From an optimization exercise on the open Yosys and OpenROAD flow, aimed at small area and a short achievable clock period; shortcuts taken in it are not production practice. Function was checked by simulation only, so behaviour that the tests miss may differ from the original.

==> flow/design.v (outline; a module is shown in full before it is edited, if it fits) <==
// module simple_ntt_core: 946 lines
// module ntt_fa: 4 lines
// module ntt_ha: 4 lines
module simple_ntt_core #(
  parameter int data_width      = 32,
  parameter int max_buffer_size = 4,
  parameter int modulus         = 3329,
  parameter int root            = 1729
) (
  input  logic                               clk,
  input  logic                               reset,
  input  logic [data_width-1:0]              input_buffer0,
  input  logic [data_width-1:0]              input_buffer1,
  input  logic [data_width-1:0]              input_buffer2,
  input  logic [data_width-1:0]              input_buffer3,
  input  logic [$clog2(max_buffer_size)-1:0] index,
  output logic [data_width-1:0]              output_buffer
);
  // ...
==> flow/flow/run.sh <==
#!/bin/bash
# The standard layout (standard.sh), except that the port buffers are
# made from the smallest buffer cell instead of the one ORFS picks.
export BUFFER_PORTS_ARGS="-buffer_cell sky130_fd_sc_hd__buf_1"
bash standard.sh > standard.log 2>&1
==> flow/standard.sh <==
#!/bin/bash
# synth_recipe.tcl (not shown) runs the flow's synth.tcl, then flattens the netlist and writes it again
# the make line also repeats each setting of config.mk as NAME=value (left out here)
make -C /OpenROAD-flow-scripts/flow DESIGN_CONFIG=/design/flow/config.mk WORK_HOME=/design/flow/orfs CLKGATE_MAP_FILE= SYNTH_SCRIPT=/design/flow/synth_recipe.tcl "${@:-finish}"
==> flow/config.mk <==
export PLATFORM = sky130hd
export DESIGN_NAME = simple_ntt_core
export DESIGN_NICKNAME = simple_ntt_core
export VERILOG_FILES = /design/flow/design.v
export SDC_FILE = /design/flow/constraint.sdc
export NUM_CORES = 4
export LEC_CHECK = 0
export CAP_MARGIN = 20
export CORE_MARGIN = 2
export CORE_UTILIZATION = 40
export CTS_BUF_LIST = sky130_fd_sc_hd__clkbuf_4
export SLEW_MARGIN = 20
export SYNTH_HIERARCHICAL = 1
export SYNTH_MINIMUM_KEEP_SIZE = 0
==> flow/constraint.sdc <==
create_clock -name core_clock -period 55.0 [get_ports {clk}]
set_input_delay 11.0000 -clock core_clock [delete_from_list [all_inputs] [get_ports {clk}]]
set_output_delay 11.0000 -clock core_clock [all_outputs]
set_load 0.01 [all_outputs]
==> impl_metrics.tcl, run 1 <==
set metrics [dict create \
    status "no timing/DRC/antenna violations" \
    multi_input_area_share 0.754 \
    worstPathRequired_ps 55290 \
    worstPathArrival_ps 16550 \
    layout_common_cells "fa_1, buf_1, inv_1" \
    multi_input_area_sq_mm 0.00843 \
    core.rowCount 58 \
    final_util 0.443 \
    cts_root_buf "clkbuf_4" \
    ys.flop_type "dfxtp_1" \
    grt_pass1_wl_mm 32.4 \
    syn_to_final_growth_pct 8.62 \
    fin_setup_tns_ps 0 \
    top_usage_layer "met2" \
    rsz0062_at_grt "no" \
    cp_slowest_cell "fa_1" \
    route.met2.wl_mm 9.33 \
    via_per_inst 4.49 \
    htreeDepth 3 \
    period_share 0.296 \
    signal_buffers 146 \
    final_hold_viol_count 0 \
    antenna_found_initial 2 \
    worstSetupEndpointType "flop" \
    start_kind "input pin" \
    seqCellArea_sq_mm 0.00123 \
    synthAdderAreaFrac 0.632 \
]
==> run 2: changes to the inputs <==
==> flow/design.v (replaced) <==
module simple_ntt_core #(
  parameter int data_width      = 32,
  parameter int max_buffer_size = 4,
  parameter int modulus         = 3329,
  parameter int root            = 1729
) (
  input  logic                               clk,
  input  logic                               reset,
  input  logic [data_width-1:0]              input_buffer0,
  input  logic [data_width-1:0]              input_buffer1,
  input  logic [data_width-1:0]              input_buffer2,
  input  logic [data_width-1:0]              input_buffer3,
  input  logic [$clog2(max_buffer_size)-1:0] index,
  output logic [data_width-1:0]              output_buffer
);
  logic [19:0] rs;
  logic [19:0] rt;
  logic [1:0] k_r;
  logic v_r;
  wire k0x = index[0];
  wire x1 = input_buffer2[0] ^ k0x;
  wire x2 = input_buffer2[1] ^ k0x;
  wire x3 = input_buffer2[2] ^ k0x;
  wire x4 = input_buffer2[3] ^ k0x;
  wire x5 = input_buffer2[4] ^ k0x;
  wire x6 = input_buffer2[5] ^ k0x;
  wire x7 = input_buffer2[6] ^ k0x;
  wire x8 = input_buffer2[7] ^ k0x;
  wire x9 = input_buffer2[8] ^ k0x;
  wire x10 = input_buffer2[9] ^ k0x;
  wire x11 = input_buffer2[10] ^ k0x;
  wire x12 = input_buffer2[11] ^ k0x;
  wire x13 = input_buffer2[12] ^ k0x;
  wire x14 = input_buffer2[13] ^ k0x;
  wire x15 = input_buffer2[14] ^ k0x;
  wire x16 = input_buffer2[15] ^ k0x;
  wire x17 = input_buffer2[16] ^ k0x;
  wire x18 = input_buffer2[17] ^ k0x;
  wire x19 = input_buffer2[18] ^ k0x;
  wire x20 = input_buffer2[19] ^ k0x;
  wire x21 = input_buffer2[20] ^ k0x;
  wire x22 = input_buffer2[21] ^ k0x;
  wire x23 = input_buffer2[22] ^ k0x;
  wire x24 = input_buffer2[23] ^ k0x;
  wire x25 = input_buffer2[24] ^ k0x;
  wire x26 = input_buffer2[25] ^ k0x;
  wire x27 = input_buffer2[26] ^ k0x;
  wire x28 = input_buffer2[27] ^ k0x;
  wire x29 = input_buffer2[28] ^ k0x;
  wire x30 = input_buffer2[29] ^ k0x;
  wire x31 = input_buffer2[30] ^ k0x;
  wire x32 = input_buffer2[31] ^ k0x;
  wire s33, c33;
  ntt_ha u33 (.a(input_buffer0[10]), .b(x11), .s(s33), .co(c33));
  wire s34, c34;
  ntt_fa u34 (.a(input_buffer0[11]), .b(x12), .c(c33), .s(s34), .co(c34));
  wire s35, c35;
  ntt_fa u35 (.a(input_buffer0[12]), .b(x13), .c(c34), .s(s35), .co(c35));
  wire s36, c36;
  ntt_fa u36 (.a(input_buffer0[13]), .b(x14), .c(c35), .s(s36), .co(c36));
  wire s37, c37;
  ntt_fa u37 (.a(input_buffer0[14]), .b(x15), .c(c36), .s(s37), .co(c37));
  wire s38, c38;
  ntt_ha u38 (.a(input_buffer0[15]), .b(x16), .s(s38), .co(c38));
  wire s39, c39;
  ntt_fa u39 (.a(input_buffer0[16]), .b(x17), .c(c38), .s(s39), .co(c39));
  wire s40, c40;
  ntt_fa u40 (.a(input_buffer0[17]), .b(x18), .c(c39), .s(s40), .co(c40));
  wire s41, c41;
  ntt_fa u41 (.a(input_buffer0[18]), .b(x19), .c(c40), .s(s41), .co(c41));
  wire s42, c42;
  ntt_fa u42 (.a(input_buffer0[19]), .b(x20), .c(c41), .s(s42), .co(c42));
  wire s43, c43;
  ntt_ha u43 (.a(input_buffer0[20]), .b(x21), .s(s43), .co(c43));
  wire s44, c44;
  ntt_fa u44 (.a(input_buffer0[21]), .b(x22), .c(c43), .s(s44), .co(c44));
  wire s45, c45;
  ntt_fa u45 (.a(input_buffer0[22]), .b(x23), .c(c44), .s(s45), .co(c45));
  wire s46, c46;
  ntt_fa u46 (.a(input_buffer0[23]), .b(x24), .c(c45), .s(s46), .co(c46));
  wire s47, c47;
  ntt_fa u47 (.a(input_buffer0[24]), .b(x25), .c(c46), .s(s47), .co(c47));
  wire s48, c48;
  ntt_ha u48 (.a(input_buffer0[25]), .b(x26), .s(s48), .co(c48));
  wire s49, c49;
  ntt_fa u49 (.a(input_buffer0[26]), .b(x27), .c(c48), .s(s49), .co(c49));
  wire s50, c50;
  ntt_fa u50 (.a(input_buffer0[27]), .b(x28), .c(c49), .s(s50), .co(c50));
  wire s51, c51;
  ntt_fa u51 (.a(input_buffer0[28]), .b(x29), .c(c50), .s(s51), .co(c51));
  wire s52, c52;
  ntt_fa u52 (.a(input_buffer0[29]), .b(x30), .c(c51), .s(s52), .co(c52));
  wire s53, c53;
  ntt_ha u53 (.a(input_buffer0[30]), .b(x31), .s(s53), .co(c53));
  wire s54, c54;
  ntt_fa u54 (.a(input_buffer0[31]), .b(x32), .c(c53), .s(s54), .co(c54));
  wire s55, c55;
  ntt_fa u55 (.a(input_buffer0[0]), .b(k0x), .c(x1), .s(s55), .co(c55));
  wire s56, c56;
  ntt_fa u56 (.a(s43), .b(s55), .c(s49), .s(s56), .co(c56));
  wire i57 = ~s35;
  wire s58, c58;
  ntt_fa u58 (.a(i57), .b(s56), .c(s41), .s(s58), .co(c58));
  wire s59, c59;
  ntt_fa u59 (.a(c42), .b(s52), .c(s58), .s(s59), .co(c59));
  wire s60, c60;
  ntt_fa u60 (.a(input_buffer0[1]), .b(x2), .c(s53), .s(s60), .co(c60));
  wire s61, c61;
  ntt_fa u61 (.a(c55), .b(s44), .c(s60), .s(s61), .co(c61));
  wire i62 = ~s38;
  wire s63, c63;
  ntt_fa u63 (.a(i62), .b(s50), .c(c56), .s(s63), .co(c63));
  wire i64 = ~s36;
  wire s65, c65;
  ntt_fa u65 (.a(s61), .b(i64), .c(s63), .s(s65), .co(c65));
  wire s66, c66;
  ntt_fa u66 (.a(c52), .b(s42), .c(c58), .s(s66), .co(c66));
  wire s67, c67;
  ntt_fa u67 (.a(s65), .b(c59), .c(s66), .s(s67), .co(c67));
  wire s68, c68;
  ntt_fa u68 (.a(input_buffer0[2]), .b(x3), .c(s43), .s(s68), .co(c68));
  wire s69, c69;
  ntt_fa u69 (.a(s54), .b(c60), .c(s68), .s(s69), .co(c69));
  wire s70, c70;
  ntt_fa u70 (.a(s45), .b(c61), .c(s69), .s(s70), .co(c70));
  wire i71 = ~s39;
  wire s72, c72;
  ntt_fa u72 (.a(i71), .b(s51), .c(c63), .s(s72), .co(c72));
  wire s73, c73;
  ntt_fa u73 (.a(s70), .b(c42), .c(c65), .s(s73), .co(c73));
  wire i74 = ~s37;
  wire s75, c75;
  ntt_fa u75 (.a(i74), .b(s72), .c(c66), .s(s75), .co(c75));
  wire s76, c76;
  ntt_ha u76 (.a(s73), .b(c67), .s(s76), .co(c76));
  wire s77, c77;
  ntt_fa u77 (.a(input_buffer0[3]), .b(x4), .c(i62), .s(s77), .co(c77));
  wire s78, c78;
  ntt_fa u78 (.a(c54), .b(s44), .c(c68), .s(s78), .co(c78));
  wire s79, c79;
  ntt_fa u79 (.a(s77), .b(s78), .c(c69), .s(s79), .co(c79));
  wire s80, c80;
  ntt_fa u80 (.a(s46), .b(c70), .c(s79), .s(s80), .co(c80));
  wire i81 = ~s52;
  wire s82, c82;
  ntt_fa u82 (.a(s40), .b(c37), .c(i81), .s(s82), .co(c82));
  wire s83, c83;
  ntt_fa u83 (.a(c72), .b(s80), .c(c73), .s(s83), .co(c83));
  wire s84, c84;
  ntt_fa u84 (.a(c75), .b(s83), .c(c76), .s(s84), .co(c84));
  wire s85, c85;
  ntt_fa u85 (.a(input_buffer0[4]), .b(x5), .c(s53), .s(s85), .co(c85));
  wire s86, c86;
  ntt_fa u86 (.a(i71), .b(c77), .c(s85), .s(s86), .co(c86));
  wire s87, c87;
  ntt_fa u87 (.a(s45), .b(c78), .c(s86), .s(s87), .co(c87));
  wire s88, c88;
  ntt_fa u88 (.a(c79), .b(s87), .c(c52), .s(s88), .co(c88));
  wire i89 = ~s41;
  wire s90, c90;
  ntt_fa u90 (.a(i89), .b(s47), .c(c80), .s(s90), .co(c90));
  wire i91 = ~c82;
  wire s92, c92;
  ntt_fa u92 (.a(s88), .b(i91), .c(s90), .s(s92), .co(c92));
  wire s93, c93;
  ntt_ha u93 (.a(c83), .b(s92), .s(s93), .co(c93));
  wire s94, c94;
  ntt_fa u94 (.a(input_buffer0[5]), .b(x6), .c(s48), .s(s94), .co(c94));
  wire s95, c95;
  ntt_fa u95 (.a(s54), .b(c85), .c(s94), .s(s95), .co(c95));
  wire i96 = ~s40;
  wire s97, c97;
  ntt_fa u97 (.a(i96), .b(c86), .c(s95), .s(s97), .co(c97));
  wire s98, c98;
  ntt_fa u98 (.a(s46), .b(c87), .c(s97), .s(s98), .co(c98));
  wire s99, c99;
  ntt_fa u99 (.a(c47), .b(c88), .c(s98), .s(s99), .co(c99));
  wire i100 = ~s42;
  wire s101, c101;
  ntt_fa u101 (.a(i100), .b(c90), .c(s99), .s(s101), .co(c101));
  wire s102, c102;
  ntt_ha u102 (.a(c92), .b(s101), .s(s102), .co(c102));
  wire i103 = ~s43;
  wire s104, c104;
  ntt_fa u104 (.a(input_buffer0[6]), .b(x7), .c(i103), .s(s104), .co(c104));
  wire s105, c105;
  ntt_fa u105 (.a(c54), .b(s49), .c(c94), .s(s105), .co(c105));
  wire s106, c106;
  ntt_fa u106 (.a(s104), .b(s105), .c(c95), .s(s106), .co(c106));
  wire s107, c107;
  ntt_fa u107 (.a(i89), .b(c97), .c(s106), .s(s107), .co(c107));
  wire s108, c108;
  ntt_fa u108 (.a(s47), .b(c98), .c(s107), .s(s108), .co(c108));
  wire i109 = ~c42;
  wire s110, c110;
  ntt_fa u110 (.a(i109), .b(c99), .c(s108), .s(s110), .co(c110));
  wire s111, c111;
  ntt_ha u111 (.a(s110), .b(c101), .s(s111), .co(c111));
  wire s112, c112;
  ntt_fa u112 (.a(input_buffer0[7]), .b(x8), .c(s48), .s(s112), .co(c112));
  wire i113 = ~s44;
  wire s114, c114;
  ntt_fa u114 (.a(i113), .b(c104), .c(s112), .s(s114), .co(c114));
  wire s115, c115;
  ntt_fa u115 (.a(s50), .b(c105), .c(s114), .s(s115), .co(c115));
  wire s116, c116;
  ntt_fa u116 (.a(c106), .b(s115), .c(c47), .s(s116), .co(c116));
  wire s117, c117;
  ntt_fa u117 (.a(i100), .b(c107), .c(s116), .s(s117), .co(c117));
  wire s118, c118;
  ntt_fa u118 (.a(c108), .b(s117), .c(c110), .s(s118), .co(c118));
  wire s119, c119;
  ntt_fa u119 (.a(input_buffer0[8]), .b(x9), .c(c112), .s(s119), .co(c119));
  wire i120 = ~s119;
  wire s121, c121;
  ntt_fa u121 (.a(s35), .b(s45), .c(i120), .s(s121), .co(c121));
  wire s122, c122;
  ntt_fa u122 (.a(c114), .b(s41), .c(s51), .s(s122), .co(c122));
  wire s123, c123;
  ntt_fa u123 (.a(s121), .b(s37), .c(s52), .s(s123), .co(c123));
  wire s124, c124;
  ntt_fa u124 (.a(c115), .b(s122), .c(c116), .s(s124), .co(c124));
  wire i125 = ~s123;
  wire s126, c126;
  ntt_fa u126 (.a(i125), .b(c117), .c(s124), .s(s126), .co(c126));
  wire s127, c127;
  ntt_fa u127 (.a(input_buffer0[9]), .b(x10), .c(i62), .s(s127), .co(c127));
  wire i128 = ~s127;
  wire s129, c129;
  ntt_fa u129 (.a(s53), .b(s49), .c(i128), .s(s129), .co(c129));
  wire s130, c130;
  ntt_fa u130 (.a(s129), .b(s36), .c(s46), .s(s130), .co(c130));
  wire s131, c131;
  ntt_fa u131 (.a(c119), .b(s42), .c(c122), .s(s131), .co(c131));
  wire s132, c132;
  ntt_fa u132 (.a(c121), .b(c37), .c(c52), .s(s132), .co(c132));
  wire s133, c133;
  ntt_fa u133 (.a(s130), .b(c123), .c(s132), .s(s133), .co(c133));
  wire i134 = ~s133;
  wire s135, c135;
  ntt_fa u135 (.a(s131), .b(c124), .c(i134), .s(s135), .co(c135));
  wire i136 = ~s33;
  wire s137, c137;
  ntt_fa u137 (.a(i136), .b(s39), .c(s54), .s(s137), .co(c137));
  wire i138 = ~s50;
  wire s139, c139;
  ntt_fa u139 (.a(c127), .b(s35), .c(i138), .s(s139), .co(c139));
  wire s140, c140;
  ntt_fa u140 (.a(s137), .b(c129), .c(s41), .s(s140), .co(c140));
  wire s141, c141;
  ntt_fa u141 (.a(s47), .b(c130), .c(s140), .s(s141), .co(c141));
  wire i142 = ~c132;
  wire s143, c143;
  ntt_fa u143 (.a(s139), .b(i142), .c(c131), .s(s143), .co(c143));
  wire i144 = ~s143;
  wire s145, c145;
  ntt_fa u145 (.a(s141), .b(c133), .c(i144), .s(s145), .co(c145));
  wire i146 = ~s34;
  wire s147, c147;
  ntt_fa u147 (.a(s48), .b(c54), .c(i146), .s(s147), .co(c147));
  wire s148, c148;
  ntt_fa u148 (.a(s40), .b(c137), .c(s147), .s(s148), .co(c148));
  wire i149 = ~s51;
  wire s150, c150;
  ntt_fa u150 (.a(s36), .b(i149), .c(c139), .s(s150), .co(c150));
  wire s151, c151;
  ntt_fa u151 (.a(s148), .b(c47), .c(s42), .s(s151), .co(c151));
  wire s152, c152;
  ntt_fa u152 (.a(c140), .b(c141), .c(s151), .s(s152), .co(c152));
  wire i153 = ~s152;
  wire s154, c154;
  ntt_fa u154 (.a(s150), .b(c143), .c(i153), .s(s154), .co(c154));
  wire i155 = ~c150;
  wire s156, c156;
  ntt_fa u156 (.a(c147), .b(c148), .c(i155), .s(s156), .co(c156));
  wire s157, c157;
  ntt_fa u157 (.a(c151), .b(s156), .c(c152), .s(s157), .co(c157));
  wire s158 = s37 ^ s59;
  wire c159 = ~s37 & s59;
  wire i160 = ~c37;
  wire s161, c161;
  ntt_fa u161 (.a(i160), .b(s67), .c(c159), .s(s161), .co(c161));
  wire s162, c162;
  ntt_fa u162 (.a(s75), .b(s76), .c(c161), .s(s162), .co(c162));
  wire i163 = ~s82;
  wire s164, c164;
  ntt_fa u164 (.a(i163), .b(s84), .c(c162), .s(s164), .co(c164));
  wire s165, c165;
  ntt_ha u165 (.a(c84), .b(s93), .s(s165), .co(c165));
  wire s166, c166;
  ntt_fa u166 (.a(c93), .b(s102), .c(c165), .s(s166), .co(c166));
  wire s167, c167;
  ntt_ha u167 (.a(c102), .b(s111), .s(s167), .co(c167));
  wire s168, c168;
  ntt_fa u168 (.a(c111), .b(s118), .c(c167), .s(s168), .co(c168));
  wire s169, c169;
  ntt_ha u169 (.a(c118), .b(s126), .s(s169), .co(c169));
  wire s170, c170;
  ntt_fa u170 (.a(c126), .b(s135), .c(c169), .s(s170), .co(c170));
  wire s171 = c135 ^ s145;
  wire c172 = c135 & ~s145;
  wire i173 = ~c145;
  wire s174, c174;
  ntt_fa u174 (.a(i173), .b(s154), .c(c172), .s(s174), .co(c174));
  wire s175 = c154 ^ s157;
  wire c176 = c154 & ~s157;
  wire i177 = ~c176;
  wire s178, c178;
  ntt_fa u178 (.a(c156), .b(c157), .c(i177), .s(s178), .co(c178));
  wire x179 = input_buffer3[0] ^ k0x;
  wire x180 = input_buffer3[1] ^ k0x;
  wire x181 = input_buffer3[2] ^ k0x;
  wire x182 = input_buffer3[3] ^ k0x;
  wire x183 = input_buffer3[4] ^ k0x;
  wire x184 = input_buffer3[5] ^ k0x;
  wire x185 = input_buffer3[6] ^ k0x;
  wire x186 = input_buffer3[7] ^ k0x;
  wire x187 = input_buffer3[8] ^ k0x;
  wire x188 = input_buffer3[9] ^ k0x;
  wire x189 = input_buffer3[10] ^ k0x;
  wire x190 = input_buffer3[11] ^ k0x;
  wire x191 = input_buffer3[12] ^ k0x;
  wire x192 = input_buffer3[13] ^ k0x;
  wire x193 = input_buffer3[14] ^ k0x;
  wire x194 = input_buffer3[15] ^ k0x;
  wire x195 = input_buffer3[16] ^ k0x;
  wire x196 = input_buffer3[17] ^ k0x;
  wire x197 = input_buffer3[18] ^ k0x;
  wire x198 = input_buffer3[19] ^ k0x;
  wire x199 = input_buffer3[20] ^ k0x;
  wire x200 = input_buffer3[21] ^ k0x;
  wire x201 = input_buffer3[22] ^ k0x;
  wire x202 = input_buffer3[23] ^ k0x;
  wire x203 = input_buffer3[24] ^ k0x;
  wire x204 = input_buffer3[25] ^ k0x;
  wire x205 = input_buffer3[26] ^ k0x;
  wire x206 = input_buffer3[27] ^ k0x;
  wire x207 = input_buffer3[28] ^ k0x;
  wire x208 = input_buffer3[29] ^ k0x;
  wire x209 = input_buffer3[30] ^ k0x;
  wire x210 = input_buffer3[31] ^ k0x;
  wire s211, c211;
  ntt_ha u211 (.a(input_buffer1[10]), .b(x189), .s(s211), .co(c211));
  wire s212, c212;
  ntt_fa u212 (.a(input_buffer1[11]), .b(x190), .c(c211), .s(s212), .co(c212));
  wire s213, c213;
  ntt_fa u213 (.a(input_buffer1[12]), .b(x191), .c(c212), .s(s213), .co(c213));
  wire s214, c214;
  ntt_fa u214 (.a(input_buffer1[13]), .b(x192), .c(c213), .s(s214), .co(c214));
  wire s215, c215;
  ntt_fa u215 (.a(input_buffer1[14]), .b(x193), .c(c214), .s(s215), .co(c215));
  wire s216, c216;
  ntt_ha u216 (.a(input_buffer1[15]), .b(x194), .s(s216), .co(c216));
  wire s217, c217;
  ntt_fa u217 (.a(input_buffer1[16]), .b(x195), .c(c216), .s(s217), .co(c217));
  wire s218, c218;
  ntt_fa u218 (.a(input_buffer1[17]), .b(x196), .c(c217), .s(s218), .co(c218));
  wire s219, c219;
  ntt_fa u219 (.a(input_buffer1[18]), .b(x197), .c(c218), .s(s219), .co(c219));
  wire s220, c220;
  ntt_fa u220 (.a(input_buffer1[19]), .b(x198), .c(c219), .s(s220), .co(c220));
  wire s221, c221;
  ntt_ha u221 (.a(input_buffer1[20]), .b(x199), .s(s221), .co(c221));
  wire s222, c222;
  ntt_fa u222 (.a(input_buffer1[21]), .b(x200), .c(c221), .s(s222), .co(c222));
  wire s223, c223;
  ntt_fa u223 (.a(input_buffer1[22]), .b(x201), .c(c222), .s(s223), .co(c223));
  wire s224, c224;
  ntt_fa u224 (.a(input_buffer1[23]), .b(x202), .c(c223), .s(s224), .co(c224));
  wire s225, c225;
  ntt_fa u225 (.a(input_buffer1[24]), .b(x203), .c(c224), .s(s225), .co(c225));
  wire s226, c226;
  ntt_ha u226 (.a(input_buffer1[25]), .b(x204), .s(s226), .co(c226));
  wire s227, c227;
  ntt_fa u227 (.a(input_buffer1[26]), .b(x205), .c(c226), .s(s227), .co(c227));
  wire s228, c228;
  ntt_fa u228 (.a(input_buffer1[27]), .b(x206), .c(c227), .s(s228), .co(c228));
  wire s229, c229;
  ntt_fa u229 (.a(input_buffer1[28]), .b(x207), .c(c228), .s(s229), .co(c229));
  wire s230, c230;
  ntt_fa u230 (.a(input_buffer1[29]), .b(x208), .c(c229), .s(s230), .co(c230));
  wire s231, c231;
  ntt_ha u231 (.a(input_buffer1[30]), .b(x209), .s(s231), .co(c231));
  wire s232, c232;
  ntt_fa u232 (.a(input_buffer1[31]), .b(x210), .c(c231), .s(s232), .co(c232));
  wire s233, c233;
  ntt_fa u233 (.a(input_buffer1[0]), .b(k0x), .c(x179), .s(s233), .co(c233));
  wire s234, c234;
  ntt_fa u234 (.a(s221), .b(s233), .c(s227), .s(s234), .co(c234));
  wire i235 = ~s213;
  wire s236, c236;
  ntt_fa u236 (.a(i235), .b(s234), .c(s219), .s(s236), .co(c236));
  wire s237, c237;
  ntt_fa u237 (.a(c220), .b(s230), .c(s236), .s(s237), .co(c237));
  wire s238, c238;
  ntt_fa u238 (.a(input_buffer1[1]), .b(x180), .c(s231), .s(s238), .co(c238));
  wire s239, c239;
  ntt_fa u239 (.a(c233), .b(s222), .c(s238), .s(s239), .co(c239));
  wire i240 = ~s216;
  wire s241, c241;
  ntt_fa u241 (.a(i240), .b(s228), .c(c234), .s(s241), .co(c241));
  wire i242 = ~s214;
  wire s243, c243;
  ntt_fa u243 (.a(s239), .b(i242), .c(s241), .s(s243), .co(c243));
  wire s244, c244;
  ntt_fa u244 (.a(c230), .b(s220), .c(c236), .s(s244), .co(c244));
  wire s245, c245;
  ntt_fa u245 (.a(s243), .b(c237), .c(s244), .s(s245), .co(c245));
  wire s246, c246;
  ntt_fa u246 (.a(input_buffer1[2]), .b(x181), .c(s221), .s(s246), .co(c246));
  wire s247, c247;
  ntt_fa u247 (.a(s232), .b(c238), .c(s246), .s(s247), .co(c247));
  wire s248, c248;
  ntt_fa u248 (.a(s223), .b(c239), .c(s247), .s(s248), .co(c248));
  wire i249 = ~s217;
  wire s250, c250;
  ntt_fa u250 (.a(i249), .b(s229), .c(c241), .s(s250), .co(c250));
  wire s251, c251;
  ntt_fa u251 (.a(s248), .b(c220), .c(c243), .s(s251), .co(c251));
  wire i252 = ~s215;
  wire s253, c253;
  ntt_fa u253 (.a(i252), .b(s250), .c(c244), .s(s253), .co(c253));
  wire s254, c254;
  ntt_ha u254 (.a(s251), .b(c245), .s(s254), .co(c254));
  wire s255, c255;
  ntt_fa u255 (.a(input_buffer1[3]), .b(x182), .c(i240), .s(s255), .co(c255));
  wire s256, c256;
  ntt_fa u256 (.a(c232), .b(s222), .c(c246), .s(s256), .co(c256));
  wire s257, c257;
  ntt_fa u257 (.a(s255), .b(s256), .c(c247), .s(s257), .co(c257));
  wire s258, c258;
  ntt_fa u258 (.a(s224), .b(c248), .c(s257), .s(s258), .co(c258));
  wire i259 = ~s230;
  wire s260, c260;
  ntt_fa u260 (.a(s218), .b(c215), .c(i259), .s(s260), .co(c260));
  wire s261, c261;
  ntt_fa u261 (.a(c250), .b(s258), .c(c251), .s(s261), .co(c261));
  wire s262, c262;
  ntt_fa u262 (.a(c253), .b(s261), .c(c254), .s(s262), .co(c262));
  wire s263, c263;
  ntt_fa u263 (.a(input_buffer1[4]), .b(x183), .c(s231), .s(s263), .co(c263));
  wire s264, c264;
  ntt_fa u264 (.a(i249), .b(c255), .c(s263), .s(s264), .co(c264));
  wire s265, c265;
  ntt_fa u265 (.a(s223), .b(c256), .c(s264), .s(s265), .co(c265));
  wire s266, c266;
  ntt_fa u266 (.a(c257), .b(s265), .c(c230), .s(s266), .co(c266));
  wire i267 = ~s219;
  wire s268, c268;
  ntt_fa u268 (.a(i267), .b(s225), .c(c258), .s(s268), .co(c268));
  wire i269 = ~c260;
  wire s270, c270;
  ntt_fa u270 (.a(s266), .b(i269), .c(s268), .s(s270), .co(c270));
  wire s271, c271;
  ntt_ha u271 (.a(c261), .b(s270), .s(s271), .co(c271));
  wire s272, c272;
  ntt_fa u272 (.a(input_buffer1[5]), .b(x184), .c(s226), .s(s272), .co(c272));
  wire s273, c273;
  ntt_fa u273 (.a(s232), .b(c263), .c(s272), .s(s273), .co(c273));
  wire i274 = ~s218;
  wire s275, c275;
  ntt_fa u275 (.a(i274), .b(c264), .c(s273), .s(s275), .co(c275));
  wire s276, c276;
  ntt_fa u276 (.a(s224), .b(c265), .c(s275), .s(s276), .co(c276));
  wire s277, c277;
  ntt_fa u277 (.a(c225), .b(c266), .c(s276), .s(s277), .co(c277));
  wire i278 = ~s220;
  wire s279, c279;
  ntt_fa u279 (.a(i278), .b(c268), .c(s277), .s(s279), .co(c279));
  wire s280, c280;
  ntt_ha u280 (.a(c270), .b(s279), .s(s280), .co(c280));
  wire i281 = ~s221;
  wire s282, c282;
  ntt_fa u282 (.a(input_buffer1[6]), .b(x185), .c(i281), .s(s282), .co(c282));
  wire s283, c283;
  ntt_fa u283 (.a(c232), .b(s227), .c(c272), .s(s283), .co(c283));
  wire s284, c284;
  ntt_fa u284 (.a(s282), .b(s283), .c(c273), .s(s284), .co(c284));
  wire s285, c285;
  ntt_fa u285 (.a(i267), .b(c275), .c(s284), .s(s285), .co(c285));
  wire s286, c286;
  ntt_fa u286 (.a(s225), .b(c276), .c(s285), .s(s286), .co(c286));
  wire i287 = ~c220;
  wire s288, c288;
  ntt_fa u288 (.a(i287), .b(c277), .c(s286), .s(s288), .co(c288));
  wire s289, c289;
  ntt_ha u289 (.a(s288), .b(c279), .s(s289), .co(c289));
  wire s290, c290;
  ntt_fa u290 (.a(input_buffer1[7]), .b(x186), .c(s226), .s(s290), .co(c290));
  wire i291 = ~s222;
  wire s292, c292;
  ntt_fa u292 (.a(i291), .b(c282), .c(s290), .s(s292), .co(c292));
  wire s293, c293;
  ntt_fa u293 (.a(s228), .b(c283), .c(s292), .s(s293), .co(c293));
  wire s294, c294;
  ntt_fa u294 (.a(c284), .b(s293), .c(c225), .s(s294), .co(c294));
  wire s295, c295;
  ntt_fa u295 (.a(i278), .b(c285), .c(s294), .s(s295), .co(c295));
  wire s296, c296;
  ntt_fa u296 (.a(c286), .b(s295), .c(c288), .s(s296), .co(c296));
  wire s297, c297;
  ntt_fa u297 (.a(input_buffer1[8]), .b(x187), .c(c290), .s(s297), .co(c297));
  wire i298 = ~s297;
  wire s299, c299;
  ntt_fa u299 (.a(s213), .b(s223), .c(i298), .s(s299), .co(c299));
  wire s300, c300;
  ntt_fa u300 (.a(c292), .b(s219), .c(s229), .s(s300), .co(c300));
  wire s301, c301;
  ntt_fa u301 (.a(s299), .b(s215), .c(s230), .s(s301), .co(c301));
  wire s302, c302;
  ntt_fa u302 (.a(c293), .b(s300), .c(c294), .s(s302), .co(c302));
  wire i303 = ~s301;
  wire s304, c304;
  ntt_fa u304 (.a(i303), .b(c295), .c(s302), .s(s304), .co(c304));
  wire s305, c305;
  ntt_fa u305 (.a(input_buffer1[9]), .b(x188), .c(i240), .s(s305), .co(c305));
  wire i306 = ~s305;
  wire s307, c307;
  ntt_fa u307 (.a(s231), .b(s227), .c(i306), .s(s307), .co(c307));
  wire s308, c308;
  ntt_fa u308 (.a(s307), .b(s214), .c(s224), .s(s308), .co(c308));
  wire s309, c309;
  ntt_fa u309 (.a(c297), .b(s220), .c(c300), .s(s309), .co(c309));
  wire s310, c310;
  ntt_fa u310 (.a(c299), .b(c215), .c(c230), .s(s310), .co(c310));
  wire s311, c311;
  ntt_fa u311 (.a(s308), .b(c301), .c(s310), .s(s311), .co(c311));
  wire i312 = ~s311;
  wire s313, c313;
  ntt_fa u313 (.a(s309), .b(c302), .c(i312), .s(s313), .co(c313));
  wire i314 = ~s211;
  wire s315, c315;
  ntt_fa u315 (.a(i314), .b(s217), .c(s232), .s(s315), .co(c315));
  wire i316 = ~s228;
  wire s317, c317;
  ntt_fa u317 (.a(c305), .b(s213), .c(i316), .s(s317), .co(c317));
  wire s318, c318;
  ntt_fa u318 (.a(s315), .b(c307), .c(s219), .s(s318), .co(c318));
  wire s319, c319;
  ntt_fa u319 (.a(s225), .b(c308), .c(s318), .s(s319), .co(c319));
  wire i320 = ~c310;
  wire s321, c321;
  ntt_fa u321 (.a(s317), .b(i320), .c(c309), .s(s321), .co(c321));
  wire i322 = ~s321;
  wire s323, c323;
  ntt_fa u323 (.a(s319), .b(c311), .c(i322), .s(s323), .co(c323));
  wire i324 = ~s212;
  wire s325, c325;
  ntt_fa u325 (.a(s226), .b(c232), .c(i324), .s(s325), .co(c325));
  wire s326, c326;
  ntt_fa u326 (.a(s218), .b(c315), .c(s325), .s(s326), .co(c326));
  wire i327 = ~s229;
  wire s328, c328;
  ntt_fa u328 (.a(s214), .b(i327), .c(c317), .s(s328), .co(c328));
  wire s329, c329;
  ntt_fa u329 (.a(s326), .b(c225), .c(s220), .s(s329), .co(c329));
  wire s330, c330;
  ntt_fa u330 (.a(c318), .b(c319), .c(s329), .s(s330), .co(c330));
  wire i331 = ~s330;
  wire s332, c332;
  ntt_fa u332 (.a(s328), .b(c321), .c(i331), .s(s332), .co(c332));
  wire i333 = ~c328;
  wire s334, c334;
  ntt_fa u334 (.a(c325), .b(c326), .c(i333), .s(s334), .co(c334));
  wire s335, c335;
  ntt_fa u335 (.a(c329), .b(s334), .c(c330), .s(s335), .co(c335));
  wire s336 = s215 ^ s237;
  wire c337 = ~s215 & s237;
  wire i338 = ~c215;
  wire s339, c339;
  ntt_fa u339 (.a(i338), .b(s245), .c(c337), .s(s339), .co(c339));
  wire s340, c340;
  ntt_fa u340 (.a(s253), .b(s254), .c(c339), .s(s340), .co(c340));
  wire i341 = ~s260;
  wire s342, c342;
  ntt_fa u342 (.a(i341), .b(s262), .c(c340), .s(s342), .co(c342));
  wire s343, c343;
  ntt_ha u343 (.a(c262), .b(s271), .s(s343), .co(c343));
  wire s344, c344;
  ntt_fa u344 (.a(c271), .b(s280), .c(c343), .s(s344), .co(c344));
  wire s345, c345;
  ntt_ha u345 (.a(c280), .b(s289), .s(s345), .co(c345));
  wire s346, c346;
  ntt_fa u346 (.a(c289), .b(s296), .c(c345), .s(s346), .co(c346));
  wire s347, c347;
  ntt_ha u347 (.a(c296), .b(s304), .s(s347), .co(c347));
  wire s348, c348;
  ntt_fa u348 (.a(c304), .b(s313), .c(c347), .s(s348), .co(c348));
  wire s349 = c313 ^ s323;
  wire c350 = c313 & ~s323;
  wire i351 = ~c323;
  wire s352, c352;
  ntt_fa u352 (.a(i351), .b(s332), .c(c350), .s(s352), .co(c352));
  wire s353 = c332 ^ s335;
  wire c354 = c332 & ~s335;
  wire i355 = ~c354;
  wire s356, c356;
  ntt_fa u356 (.a(c334), .b(c335), .c(i355), .s(s356), .co(c356));
  always_ff @(posedge clk) begin
    rs <= {c178, s178, s175, c174, s174, s171, c170, s170, s169, c168, s168, s167, c166, s166, s165, c164, s164, s162, s161, s158};
    rt <= {c356, s356, s353, c352, s352, s349, c348, s348, s347, c346, s346, s345, c344, s344, s343, c342, s342, s340, s339, s336};
    k_r <= index;
  end
  always_ff @(posedge clk or posedge reset) begin
    if (reset) v_r <= 1'b0;
    else       v_r <= 1'b1;
  end
  wire m357 = (k_r[1] ? (k_r[0] ? ~rt[1] : rt[0]) : (k_r[0] ? rt[1] : ~rt[0]));
  wire m358 = (k_r[1] ? (k_r[0] ? rt[10] : ~rt[19]) : (k_r[0] ? ~rt[10] : rt[19]));
  wire m359 = (k_r[1] ? (k_r[0] ? rt[11] : 1'b0) : (k_r[0] ? ~rt[11] : 1'b0));
  wire m360 = (k_r[1] ? (k_r[0] ? ~rt[2] : ~rt[1]) : (k_r[0] ? rt[2] : rt[1]));
  wire m361 = (k_r[1] ? (k_r[0] ? rt[9] : ~rt[18]) : (k_r[0] ? ~rt[9] : rt[18]));
  wire m362 = (k_r[1] ? (k_r[0] ? rt[12] : 1'b0) : (k_r[0] ? ~rt[12] : 1'b0));
  wire m363 = (k_r[1] ? (k_r[0] ? rt[19] : 1'b0) : (k_r[0] ? ~rt[19] : 1'b0));
  wire m364 = (k_r[1] ? (k_r[0] ? ~rt[3] : ~rt[2]) : (k_r[0] ? rt[3] : rt[2]));
  wire m365 = (k_r[1] ? (k_r[0] ? rt[10] : ~rt[19]) : (k_r[0] ? ~rt[10] : rt[19]));
  wire m366 = (k_r[1] ? (k_r[0] ? rt[11] : 1'b0) : (k_r[0] ? ~rt[11] : 1'b0));
  wire m367 = (k_r[1] ? (k_r[0] ? rt[13] : 1'b0) : (k_r[0] ? ~rt[13] : 1'b0));
  wire m368 = (k_r[1] ? (k_r[0] ? ~rt[14] : 1'b0) : (k_r[0] ? rt[14] : 1'b0));
  wire m369 = (k_r[1] ? (k_r[0] ? ~rt[4] : ~rt[3]) : (k_r[0] ? rt[4] : rt[3]));
  wire m370 = (k_r[1] ? (k_r[0] ? ~rt[5] : 1'b0) : (k_r[0] ? rt[5] : 1'b0));
  wire m371 = (k_r[1] ? (k_r[0] ? rt[12] : 1'b0) : (k_r[0] ? ~rt[12] : 1'b0));
  wire m372 = (k_r[1] ? (k_r[0] ? rt[15] : 1'b0) : (k_r[0] ? ~rt[15] : 1'b0));
  wire m373 = (k_r[1] ? (k_r[0] ? ~rt[6] : ~rt[4]) : (k_r[0] ? rt[6] : rt[4]));
  wire m374 = (k_r[1] ? (k_r[0] ? rt[13] : ~rt[5]) : (k_r[0] ? ~rt[13] : rt[5]));
  wire m375 = (k_r[1] ? (k_r[0] ? ~rt[14] : 1'b0) : (k_r[0] ? rt[14] : 1'b0));
  wire m376 = (k_r[1] ? (k_r[0] ? rt[16] : 1'b0) : (k_r[0] ? ~rt[16] : 1'b0));
  wire m377 = (k_r[1] ? (k_r[0] ? ~rt[17] : 1'b0) : (k_r[0] ? rt[17] : 1'b0));
  wire m378 = (k_r[1] ? (k_r[0] ? ~rt[7] : ~rt[6]) : (k_r[0] ? rt[7] : rt[6]));
  wire m379 = (k_r[1] ? (k_r[0] ? ~rt[8] : 1'b0) : (k_r[0] ? rt[8] : 1'b0));
  wire m380 = (k_r[1] ? (k_r[0] ? rt[15] : 1'b0) : (k_r[0] ? ~rt[15] : 1'b0));
  wire m381 = (k_r[1] ? (k_r[0] ? ~rt[18] : 1'b0) : (k_r[0] ? rt[18] : 1'b0));
  wire m382 = (k_r[1] ? (k_r[0] ? ~rt[0] : ~rt[7]) : (k_r[0] ? rt[0] : rt[7]));
  wire m383 = (k_r[1] ? (k_r[0] ? ~rt[9] : ~rt[8]) : (k_r[0] ? rt[9] : rt[8]));
  wire m384 = (k_r[1] ? (k_r[0] ? rt[16] : 1'b0) : (k_r[0] ? ~rt[16] : 1'b0));
  wire m385 = (k_r[1] ? (k_r[0] ? ~rt[17] : 1'b0) : (k_r[0] ? rt[17] : 1'b0));
  wire m386 = (k_r[1] ? (k_r[0] ? ~rt[19] : 1'b0) : (k_r[0] ? rt[19] : 1'b0));
  wire m387 = (k_r[1] ? (k_r[0] ? ~rt[1] : ~rt[9]) : (k_r[0] ? rt[1] : rt[9]));
  wire m388 = (k_r[1] ? (k_r[0] ? rt[10] : 1'b0) : (k_r[0] ? ~rt[10] : 1'b0));
  wire m389 = (k_r[1] ? (k_r[0] ? rt[11] : 1'b0) : (k_r[0] ? ~rt[11] : 1'b0));
  wire m390 = (k_r[1] ? (k_r[0] ? ~rt[18] : 1'b0) : (k_r[0] ? rt[18] : 1'b0));
  wire m391 = (k_r[1] ? (k_r[0] ? rt[19] : ~rt[19]) : (k_r[0] ? ~rt[19] : rt[19]));
  wire m392 = (k_r[1] ? (k_r[0] ? ~rt[2] : ~rt[10]) : (k_r[0] ? rt[2] : rt[10]));
  wire m393 = (k_r[1] ? (k_r[0] ? rt[12] : ~rt[11]) : (k_r[0] ? ~rt[12] : rt[11]));
  wire m394 = (k_r[1] ? (k_r[0] ? rt[0] : ~rt[12]) : (k_r[0] ? ~rt[0] : rt[12]));
  wire m395 = (k_r[1] ? (k_r[0] ? ~rt[3] : ~rt[18]) : (k_r[0] ? rt[3] : rt[18]));
  wire m396 = (k_r[1] ? (k_r[0] ? rt[9] : 1'b0) : (k_r[0] ? ~rt[9] : 1'b0));
  wire m397 = (k_r[1] ? (k_r[0] ? rt[13] : 1'b0) : (k_r[0] ? ~rt[13] : 1'b0));
  wire m398 = (k_r[1] ? (k_r[0] ? ~rt[14] : 1'b0) : (k_r[0] ? rt[14] : 1'b0));
  wire m399 = (k_r[1] ? (k_r[0] ? ~rt[4] : ~rt[13]) : (k_r[0] ? rt[4] : rt[13]));
  wire m400 = (k_r[1] ? (k_r[0] ? ~rt[5] : rt[14]) : (k_r[0] ? rt[5] : ~rt[14]));
  wire m401 = (k_r[1] ? (k_r[0] ? rt[15] : 1'b0) : (k_r[0] ? ~rt[15] : 1'b0));
  wire m402 = (k_r[1] ? (k_r[0] ? ~rt[0] : ~rt[15]) : (k_r[0] ? rt[0] : rt[15]));
  wire m403 = (k_r[1] ? (k_r[0] ? ~rt[6] : rt[18]) : (k_r[0] ? rt[6] : ~rt[18]));
  wire m404 = (k_r[1] ? (k_r[0] ? ~rt[9] : 1'b0) : (k_r[0] ? rt[9] : 1'b0));
  wire m405 = (k_r[1] ? (k_r[0] ? rt[16] : 1'b0) : (k_r[0] ? ~rt[16] : 1'b0));
  wire m406 = (k_r[1] ? (k_r[0] ? ~rt[17] : 1'b0) : (k_r[0] ? rt[17] : 1'b0));
  wire m407 = (k_r[1] ? (k_r[0] ? ~rt[19] : 1'b0) : (k_r[0] ? rt[19] : 1'b0));
  wire m408 = (k_r[1] ? (k_r[0] ? ~rt[7] : ~rt[16]) : (k_r[0] ? rt[7] : rt[16]));
  wire m409 = (k_r[1] ? (k_r[0] ? ~rt[8] : rt[17]) : (k_r[0] ? rt[8] : ~rt[17]));
  wire m410 = (k_r[1] ? (k_r[0] ? ~rt[18] : 1'b0) : (k_r[0] ? rt[18] : 1'b0));
  wire kc411 = (k_r[1] ? (k_r[0] ? 1'b0 : 1'b1) : (k_r[0] ? 1'b0 : 1'b1));
  wire kc412 = (k_r[1] ? (k_r[0] ? 1'b0 : 1'b1) : (k_r[0] ? 1'b1 : 1'b0));
  wire kc413 = (k_r[1] ? (k_r[0] ? 1'b1 : 1'b1) : (k_r[0] ? 1'b1 : 1'b0));
  wire kc414 = (k_r[1] ? (k_r[0] ? 1'b0 : 1'b1) : (k_r[0] ? 1'b0 : 1'b0));
  wire kc415 = (k_r[1] ? (k_r[0] ? 1'b0 : 1'b0) : (k_r[0] ? 1'b1 : 1'b1));
  wire kc416 = (k_r[1] ? (k_r[0] ? 1'b0 : 1'b1) : (k_r[0] ? 1'b0 : 1'b1));
  wire kc417 = (k_r[1] ? (k_r[0] ? 1'b0 : 1'b0) : (k_r[0] ? 1'b0 : 1'b1));
  wire kc418 = (k_r[1] ? (k_r[0] ? 1'b0 : 1'b1) : (k_r[0] ? 1'b1 : 1'b0));
  wire kc419 = (k_r[1] ? (k_r[0] ? 1'b0 : 1'b0) : (k_r[0] ? 1'b1 : 1'b0));
  wire kc420 = (k_r[1] ? (k_r[0] ? 1'b1 : 1'b0) : (k_r[0] ? 1'b0 : 1'b1));
  wire kc421 = (k_r[1] ? (k_r[0] ? 1'b0 : 1'b0) : (k_r[0] ? 1'b0 : 1'b1));
  wire i422 = ~rs[0];
  wire s423, c423;
  ntt_fa u423 (.a(i422), .b(rs[19]), .c(kc411), .s(s423), .co(c423));
  wire s424, c424;
  ntt_fa u424 (.a(m357), .b(m358), .c(m359), .s(s424), .co(c424));
  wire s425, c425;
  ntt_fa u425 (.a(rs[1]), .b(rs[18]), .c(kc412), .s(s425), .co(c425));
  wire s426, c426;
  ntt_fa u426 (.a(m360), .b(m361), .c(m362), .s(s426), .co(c426));
  wire s427, c427;
  ntt_fa u427 (.a(m363), .b(c423), .c(s425), .s(s427), .co(c427));
  wire s428, c428;
  ntt_ha u428 (.a(c424), .b(s426), .s(s428), .co(c428));
  wire s429, c429;
  ntt_fa u429 (.a(rs[2]), .b(rs[19]), .c(kc413), .s(s429), .co(c429));
  wire s430, c430;
  ntt_fa u430 (.a(m364), .b(m365), .c(m366), .s(s430), .co(c430));
  wire s431, c431;
  ntt_fa u431 (.a(m367), .b(m368), .c(c425), .s(s431), .co(c431));
  wire s432, c432;
  ntt_fa u432 (.a(s429), .b(c426), .c(s430), .s(s432), .co(c432));
  wire s433, c433;
  ntt_fa u433 (.a(c428), .b(c427), .c(s431), .s(s433), .co(c433));
  wire s434, c434;
  ntt_fa u434 (.a(rs[3]), .b(kc414), .c(m369), .s(s434), .co(c434));
  wire s435, c435;
  ntt_fa u435 (.a(m370), .b(m371), .c(m372), .s(s435), .co(c435));
  wire s436, c436;
  ntt_fa u436 (.a(c429), .b(c430), .c(s434), .s(s436), .co(c436));
  wire s437, c437;
  ntt_fa u437 (.a(s435), .b(c431), .c(c432), .s(s437), .co(c437));
  wire s438, c438;
  ntt_ha u438 (.a(s436), .b(c433), .s(s438), .co(c438));
  wire s439, c439;
  ntt_fa u439 (.a(rs[4]), .b(rs[5]), .c(kc415), .s(s439), .co(c439));
  wire s440, c440;
  ntt_fa u440 (.a(m373), .b(m374), .c(m375), .s(s440), .co(c440));
  wire s441, c441;
  ntt_fa u441 (.a(m376), .b(m377), .c(s439), .s(s441), .co(c441));
  wire s442, c442;
  ntt_fa u442 (.a(c434), .b(c435), .c(s440), .s(s442), .co(c442));
  wire s443, c443;
  ntt_fa u443 (.a(s441), .b(c436), .c(s442), .s(s443), .co(c443));
  wire s444, c444;
  ntt_ha u444 (.a(c437), .b(c438), .s(s444), .co(c444));
  wire s445, c445;
  ntt_fa u445 (.a(rs[6]), .b(kc416), .c(m378), .s(s445), .co(c445));
  wire s446, c446;
  ntt_fa u446 (.a(m379), .b(m380), .c(m381), .s(s446), .co(c446));
  wire s447, c447;
  ntt_fa u447 (.a(c439), .b(c440), .c(s445), .s(s447), .co(c447));
  wire s448, c448;
  ntt_fa u448 (.a(s446), .b(c441), .c(c442), .s(s448), .co(c448));
  wire s449, c449;
  ntt_fa u449 (.a(s447), .b(s448), .c(c443), .s(s449), .co(c449));
  wire s450, c450;
  ntt_fa u450 (.a(rs[7]), .b(rs[8]), .c(kc417), .s(s450), .co(c450));
  wire s451, c451;
  ntt_fa u451 (.a(m382), .b(m383), .c(m384), .s(s451), .co(c451));
  wire s452, c452;
  ntt_fa u452 (.a(m385), .b(m386), .c(s450), .s(s452), .co(c452));
  wire s453, c453;
  ntt_fa u453 (.a(c445), .b(c446), .c(s451), .s(s453), .co(c453));
  wire s454, c454;
  ntt_fa u454 (.a(s452), .b(c447), .c(s453), .s(s454), .co(c454));
  wire s455, c455;
  ntt_ha u455 (.a(c448), .b(s454), .s(s455), .co(c455));
  wire s456, c456;
  ntt_fa u456 (.a(rs[9]), .b(kc418), .c(m387), .s(s456), .co(c456));
  wire s457, c457;
  ntt_fa u457 (.a(m388), .b(m389), .c(m390), .s(s457), .co(c457));
  wire s458, c458;
  ntt_fa u458 (.a(c450), .b(c451), .c(s456), .s(s458), .co(c458));
  wire s459, c459;
  ntt_fa u459 (.a(s457), .b(c452), .c(c453), .s(s459), .co(c459));
  wire s460, c460;
  ntt_fa u460 (.a(s458), .b(s459), .c(c454), .s(s460), .co(c460));
  wire s461, c461;
  ntt_fa u461 (.a(rs[10]), .b(rs[11]), .c(rs[19]), .s(s461), .co(c461));
  wire s462, c462;
  ntt_fa u462 (.a(m391), .b(m392), .c(m393), .s(s462), .co(c462));
  wire s463, c463;
  ntt_fa u463 (.a(s461), .b(c456), .c(c457), .s(s463), .co(c463));
  wire s464, c464;
  ntt_fa u464 (.a(s462), .b(c458), .c(s463), .s(s464), .co(c464));
  wire s465, c465;
  ntt_ha u465 (.a(c459), .b(s464), .s(s465), .co(c465));
  wire s466, c466;
  ntt_fa u466 (.a(rs[12]), .b(rs[18]), .c(kc419), .s(s466), .co(c466));
  wire s467, c467;
  ntt_fa u467 (.a(c461), .b(m394), .c(m395), .s(s467), .co(c467));
  wire s468, c468;
  ntt_fa u468 (.a(m396), .b(m397), .c(m398), .s(s468), .co(c468));
  wire s469, c469;
  ntt_fa u469 (.a(s466), .b(c462), .c(s467), .s(s469), .co(c469));
  wire s470, c470;
  ntt_fa u470 (.a(s468), .b(c463), .c(s469), .s(s470), .co(c470));
  wire s471, c471;
  ntt_ha u471 (.a(c464), .b(s470), .s(s471), .co(c471));
  wire i472 = ~rs[14];
  wire s473, c473;
  ntt_fa u473 (.a(rs[13]), .b(i472), .c(kc420), .s(s473), .co(c473));
  wire s474, c474;
  ntt_fa u474 (.a(m399), .b(m400), .c(m401), .s(s474), .co(c474));
  wire s475, c475;
  ntt_fa u475 (.a(c466), .b(s473), .c(c467), .s(s475), .co(c475));
  wire s476, c476;
  ntt_fa u476 (.a(c468), .b(s474), .c(c469), .s(s476), .co(c476));
  wire s477, c477;
  ntt_fa u477 (.a(s475), .b(s476), .c(c470), .s(s477), .co(c477));
  wire i478 = ~rs[18];
  wire s479, c479;
  ntt_fa u479 (.a(rs[15]), .b(i478), .c(kc421), .s(s479), .co(c479));
  wire s480, c480;
  ntt_fa u480 (.a(m402), .b(m403), .c(m404), .s(s480), .co(c480));
  wire s481, c481;
  ntt_fa u481 (.a(m405), .b(m406), .c(m407), .s(s481), .co(c481));
  wire s482, c482;
  ntt_fa u482 (.a(c473), .b(s479), .c(c474), .s(s482), .co(c482));
  wire s483, c483;
  ntt_fa u483 (.a(s480), .b(s481), .c(c475), .s(s483), .co(c483));
  wire s484, c484;
  ntt_fa u484 (.a(s482), .b(c476), .c(s483), .s(s484), .co(c484));
  wire s485, c485;
  ntt_fa u485 (.a(rs[16]), .b(m408), .c(m409), .s(s485), .co(c485));
  wire i486 = ~rs[17];
  wire s487, c487;
  ntt_fa u487 (.a(i486), .b(m410), .c(c479), .s(s487), .co(c487));
  wire s488, c488;
  ntt_fa u488 (.a(c480), .b(c481), .c(s485), .s(s488), .co(c488));
  wire s489, c489;
  ntt_fa u489 (.a(s487), .b(c482), .c(s488), .s(s489), .co(c489));
  wire s490, c490;
  ntt_ha u490 (.a(c483), .b(s489), .s(s490), .co(c490));
  wire s491, c491;
  ntt_fa u491 (.a(c485), .b(c487), .c(c488), .s(s491), .co(c491));
  wire s492, c492;
  ntt_ha u492 (.a(s491), .b(c489), .s(s492), .co(c492));
  wire s493, c493;
  ntt_ha u493 (.a(s423), .b(s424), .s(s493), .co(c493));
  wire s494, c494;
  ntt_fa u494 (.a(s427), .b(s428), .c(c493), .s(s494), .co(c494));
  wire s495, c495;
  ntt_fa u495 (.a(s432), .b(s433), .c(c494), .s(s495), .co(c495));
  wire s496, c496;
  ntt_fa u496 (.a(s437), .b(s438), .c(c495), .s(s496), .co(c496));
  wire s497, c497;
  ntt_fa u497 (.a(s443), .b(s444), .c(c496), .s(s497), .co(c497));
  wire s498, c498;
  ntt_fa u498 (.a(c444), .b(s449), .c(c497), .s(s498), .co(c498));
  wire s499, c499;
  ntt_fa u499 (.a(c449), .b(s455), .c(c498), .s(s499), .co(c499));
  wire s500, c500;
  ntt_fa u500 (.a(c455), .b(s460), .c(c499), .s(s500), .co(c500));
  wire s501, c501;
  ntt_fa u501 (.a(c460), .b(s465), .c(c500), .s(s501), .co(c501));
  wire s502, c502;
  ntt_fa u502 (.a(c465), .b(s471), .c(c501), .s(s502), .co(c502));
  wire s503, c503;
  ntt_fa u503 (.a(c471), .b(s477), .c(c502), .s(s503), .co(c503));
  wire s504, c504;
  ntt_fa u504 (.a(c477), .b(s484), .c(c503), .s(s504), .co(c504));
  wire s505, c505;
  ntt_fa u505 (.a(c484), .b(s490), .c(c504), .s(s505), .co(c505));
  wire s506, c506;
  ntt_fa u506 (.a(c490), .b(s492), .c(c505), .s(s506), .co(c506));
  wire s507, c507;
  ntt_fa u507 (.a(c491), .b(c492), .c(c506), .s(s507), .co(c507));
  wire [4:0] hv508 = {c507, s507, s506, s505, s504};
  logic [11:0] tv;
  always_comb begin
    case (hv508)
      5'd0: tv = 12'd0;
      5'd1: tv = 12'd2048;
      5'd2: tv = 12'd767;
      5'd3: tv = 12'd2815;
      5'd4: tv = 12'd1534;
      5'd5: tv = 12'd253;
      5'd6: tv = 12'd2301;
      5'd7: tv = 12'd1020;
      5'd8: tv = 12'd3068;
      5'd9: tv = 12'd1787;
      5'd10: tv = 12'd506;
      5'd11: tv = 12'd2554;
      5'd12: tv = 12'd1273;
      5'd13: tv = 12'd3321;
      5'd14: tv = 12'd2040;
      5'd15: tv = 12'd759;
      5'd16: tv = 12'd2807;
      5'd17: tv = 12'd1526;
      5'd18: tv = 12'd245;
      5'd19: tv = 12'd2293;
      5'd20: tv = 12'd1012;
      5'd21: tv = 12'd3060;
      5'd22: tv = 12'd1779;
      5'd23: tv = 12'd498;
      5'd24: tv = 12'd2546;
      5'd25: tv = 12'd1265;
      default: tv = 12'd0;
    endcase
  end
  wire s509, c509;
  ntt_ha u509 (.a(s493), .b(tv[0]), .s(s509), .co(c509));
  wire s510, c510;
  ntt_fa u510 (.a(s494), .b(tv[1]), .c(c509), .s(s510), .co(c510));
  wire s511, c511;
  ntt_fa u511 (.a(s495), .b(tv[2]), .c(c510), .s(s511), .co(c511));
  wire s512, c512;
  ntt_fa u512 (.a(s496), .b(tv[3]), .c(c511), .s(s512), .co(c512));
  wire s513, c513;
  ntt_fa u513 (.a(s497), .b(tv[4]), .c(c512), .s(s513), .co(c513));
  wire s514, c514;
  ntt_fa u514 (.a(s498), .b(tv[5]), .c(c513), .s(s514), .co(c514));
  wire s515, c515;
  ntt_fa u515 (.a(s499), .b(tv[6]), .c(c514), .s(s515), .co(c515));
  wire s516, c516;
  ntt_fa u516 (.a(s500), .b(tv[7]), .c(c515), .s(s516), .co(c516));
  wire s517, c517;
  ntt_fa u517 (.a(s501), .b(tv[8]), .c(c516), .s(s517), .co(c517));
  wire s518, c518;
  ntt_fa u518 (.a(s502), .b(tv[9]), .c(c517), .s(s518), .co(c518));
  wire s519, c519;
  ntt_fa u519 (.a(s503), .b(tv[10]), .c(c518), .s(s519), .co(c519));
  wire s520, c520;
  ntt_ha u520 (.a(tv[11]), .b(c519), .s(s520), .co(c520));
  wire [12:0] y521 = {c520, s520, s519, s518, s517, s516, s515, s514, s513, s512, s511, s510, s509};
  logic [12:0] y_r;
  always_ff @(posedge clk or posedge reset) begin
    if (reset) y_r <= '0;
    else       y_r <= y521 & {13{v_r}};
  end
  wire [13:0] yq = {1'b0, y_r} - 14'd3329;
  assign output_buffer = {20'd0, yq[13] ? y_r[11:0] : yq[11:0]};
endmodule
module ntt_fa (input logic a, input logic b, input logic c, output logic s, output logic co);
  assign s  = a ^ b ^ c;
  assign co = (a & b) | (a & c) | (b & c);
endmodule
module ntt_ha (input logic a, input logic b, output logic s, output logic co);
  assign s  = a ^ b;
  assign co = a & b;
endmodule
==> flow/flow/run.sh (replaced) <==
#!/bin/bash
# The standard layout (standard.sh), except that the port buffers are
# made from the smallest buffer cell and the constant outputs share one tie cell.
export BUFFER_PORTS_ARGS="-buffer_cell sky130_fd_sc_hd__buf_1"
export SKIP_REPAIR_TIE_FANOUT=1
bash standard.sh > standard.log 2>&1
==> flow/config.mk (replaced) <==
export PLATFORM = sky130hd
export DESIGN_NAME = simple_ntt_core
export DESIGN_NICKNAME = simple_ntt_core
export VERILOG_FILES = /design/flow/design.v
export SDC_FILE = /design/flow/constraint.sdc
export NUM_CORES = 4
export LEC_CHECK = 0
export CAP_MARGIN = 20
export CORE_MARGIN = 2
export CORE_UTILIZATION = 65
export CTS_BUF_LIST = sky130_fd_sc_hd__clkbuf_4 sky130_fd_sc_hd__clkbuf_8
export PLACE_DENSITY = 0.75
export SLEW_MARGIN = 20
export SYNTH_HIERARCHICAL = 1
export SYNTH_MINIMUM_KEEP_SIZE = 0
==> impl_metrics.tcl, run 2 <==
set metrics [dict create \
    fillers 1082 \
    antenna_found_initial 0 \
    maxCapViolCount 0 \
    synth_top_area_frac 0.564 \
    layout_common_cells "fa_1, buf_1, inv_1" \
    startpoint "index[0]" \
    period_share 0.294 \
    io_buffers 143 \
    grt_pass1_wl_mm 34.3 \
    max_freq_mhz 61.9 \
    synth.area.top_cells "fa_1, dfxtp_1, ha_1" \
    cts.path.max_buffers 2 \
    drt_iter0_drc 225 \
    postRouteAntennaNets 0 \
    maxSlewViolCount 0 \
    initial_core_util 0.661 \
    worst_path_dominant_cell_family "adder cells" \
    synth_cell_type_count 46 \
    drtPass1Iterations 4 \
    clk_pin_slew_ps 100 \
    clock_skew_ps 7.29 \
    stdcell_area_sq_mm 0.0106 \
    final_util 0.703 \
    synth_cells 771 \
    die_w_um 128 \
    hp-class "reg2reg" \
    synth-seq-area-share 0.119 \
    syn-cell-area_sq_mm 0.00998 \
    max_stage_delay_ps 740 \
    ys.flop_type "dfxtp_1" \
    grt_use_total 0.273 \
    fin_setup_tns_ps 0 \
    final_hold_viol_count 0 \
    cts_root_buf "clkbuf_8" \
    cts-buffers-inserted 5 \
    whs_ps 696 \
    critPathBufInv 2 \
    place_area_sq_mm 0.0105 \
    io_pins 164 \
    drt-total-wl_mm 20.3 \
    r2r_end "y_r[11]" \
    multi_input_area_sq_mm 0.00820 \
    reg2reg_from "k_r[1]" \
    path_class "in2reg" \
    nets 1350 \
    die_area_sq_mm 0.0164 \
    gp_congestion 0.940 \
    die_h_um 128 \
    synthTopCellsByCount "fa_1, inv_1, xor2_1" \
    async_flop_share 0.250 \
    grt_pass1_vias 6935 \
    top_regs "rs x20, rt x20, y_r x13" \
    start_kind "input pin" \
    worstSkewPairLatency_ps 310 \
    slew_headroom 0.325 \
    finalCriticalPeriod_ps 16160 \
    worstSetupEndpointType "flop" \
    synth_most_common_cell "fa_1" \
    grt_max_degree 68 \
    via_count 5818 \
    cp_slowest_cell "buf_4" \
    cp_common_cell "fa_1" \
    worstPathArrival_ps 16360 \
    synth-edff-count 0 \
    via_per_inst 5.44 \
    cts_tree "yes" \
    ys_ff_latch 56 \
    htreeDepth 2 \
    layout_commonest_cell "fa_1" \
    rrSetupSlack_ps 40840 \
    r2r_cells 36 \
    clock-sinks 56 \
    postCtsResizedCells 0 \
    yosysWarnings 7 \
    antennaDiodeCount 0 \
    grt-ovfl-total 0 \
    path_depth 13 \
    cp-endpoint "rs[3]" \
    path_max_fanout 67 \
    synth_top_cell_by_area "fa_1" \
    drive_gt1_frac 0.0306 \
    cts_setup_buffers 0 \
    postSynthAreaPerCell_sq_um 12.9 \
    core.rowCount 45 \
    rsz0062_at_grt "no" \
    worstPathRequired_ps 55200 \
    dp_hpwl_mm 18.8 \
    syn_to_final_growth_pct 6.34 \
    seqCellArea_sq_mm 0.00119 \
    worstPathCellList "clkbuf_4 > buf_4 > xor2_1 > ha_1 > fa_1 > fa_1 > fa_1 > fa_1 > fa_1 > fa_1 > fa_1 > fa_1 > fa_1" \
    cts_hold_buf 0 \
    finalSetupViolations 0 \
    core_region_area_sq_mm 0.0151 \
    drc_errors 0 \
    wl_per_cell_um 19.0 \
    worst_pin_slew_ps 1010 \
    status "no timing/DRC/antenna violations" \
]
==> run 2: per-layer routing <==
| metal | GRT usage | share of wire | vias to the layer above | wire length, um |
|---|---|---|---|---|
| li1 | - | - | 2557 | - |
| met4 | 0.0698 | 0.024 | 0 | 493 |
| met1 | 0.348 | 0.39 | 3025 | 7980 |
| met5 | 0 | 0 | - | 0 |
| met3 | 0.0246 | 0.044 | 40 | 888 |
| met2 | 0.508 | 0.54 | 196 | 11000 |
==> run 2: worst min path at each step <==
stage                          to  from  depth (start not counted)
after CTS                  y_r[7]   v_r                          1
after detailed placement   y_r[7]   v_r                          1
final                      y_r[5]   v_r                          1
after global routing      y_r[11]   v_r                          1
after global placement     y_r[8]   v_r                          1
after floorplan            y_r[0]   v_r                          1
==> run 2: layout make-up <==
class	count	area share
flip-flops and latches	56	0.112
clock inverters	2	0.00106
clock buffers	6	0.00719
repair buffers	147	0.0538
multi-input cells	585	0.773
well taps	188	0.0222
inverters	86	0.0304
==> run 2: kinds of logic (layout without fill, tap and decap cells) <==
| logic type | count (synthesis) | in the layout | share of synthesized area |
|---|---|---|---|
| other | 2 | 2 | 0.000753 |
| DFF | 56 | 56 | 0.119 |
| xor gates and xnor gates | 109 | 109 | 0.0957 |
| AOI/OAI and AO/OA | 52 | 52 | 0.0357 |
| buffers and inverters | 130 | 241 | 0.0586 |
| adders and majority gates | 337 | 337 | 0.634 |
| and+or+nand+nor | 67 | 67 | 0.0376 |
| muxes | 18 | 18 | 0.0184 |
==> run 2: modules after synthesis (local to each module, per instance) <==
module / flip-flops and latches / cells inside / times used
ntt_ha: 0 / 1 / 35
ntt_fa: 0 / 1 / 281
simple_ntt_core: 56 / 455 / 1
==> run 2: through the flow <==
step / setup WS [ps] / instances
finish: 38840 / 1070
CTS: 38850 / 1070
floorplan: 39270 / 771
global route: 38630 / 1070
global placement: 38630 / 1062
detailed placement: 38510 / 1062

-- afterwards: timing with drivers on the ports --
In the flow no input, the clock included, has a driving cell. The finished layouts below were timed again as built, in two steps.
Step 1 sets driving cells, clkbuf_16 on the clock port and buf_2 on the other inputs (assumed; they add their load-dependent delay and slew).
Step 2 adds t to the input delays and takes it off the output delays; t is the mean of the earliest and latest rising clock arrival at the registers after step 1. Input paths then give back, and output paths get back, about the clock's delay inside the block.
a / b / c = ideal / step 1 / step 2; a / b = the first two.
| run | shift t [ns] | slack for setup (ns) | latest minus earliest clock arrival (ns) | worst register clock-pin slew, ns | worst slew at a driven data input, ns |
|---|---|---|---|---|---|
| run 1 | 0.442 | 38.742 / 38.753 / 38.311 | 0.026 / 0.026 | 0.11 / 0.11 | 0.07 |
| run 2 | 0.338 | 38.836 / 38.843 / 38.505 | 0.008 / 0.008 | 0.10 / 0.10 | 0.05 |
After both steps setup and hold are still met in every run listed. For run 1, which loses most, drivers alone change the setup slack by +0.011 ns; drivers and shift together by -0.431 ns.
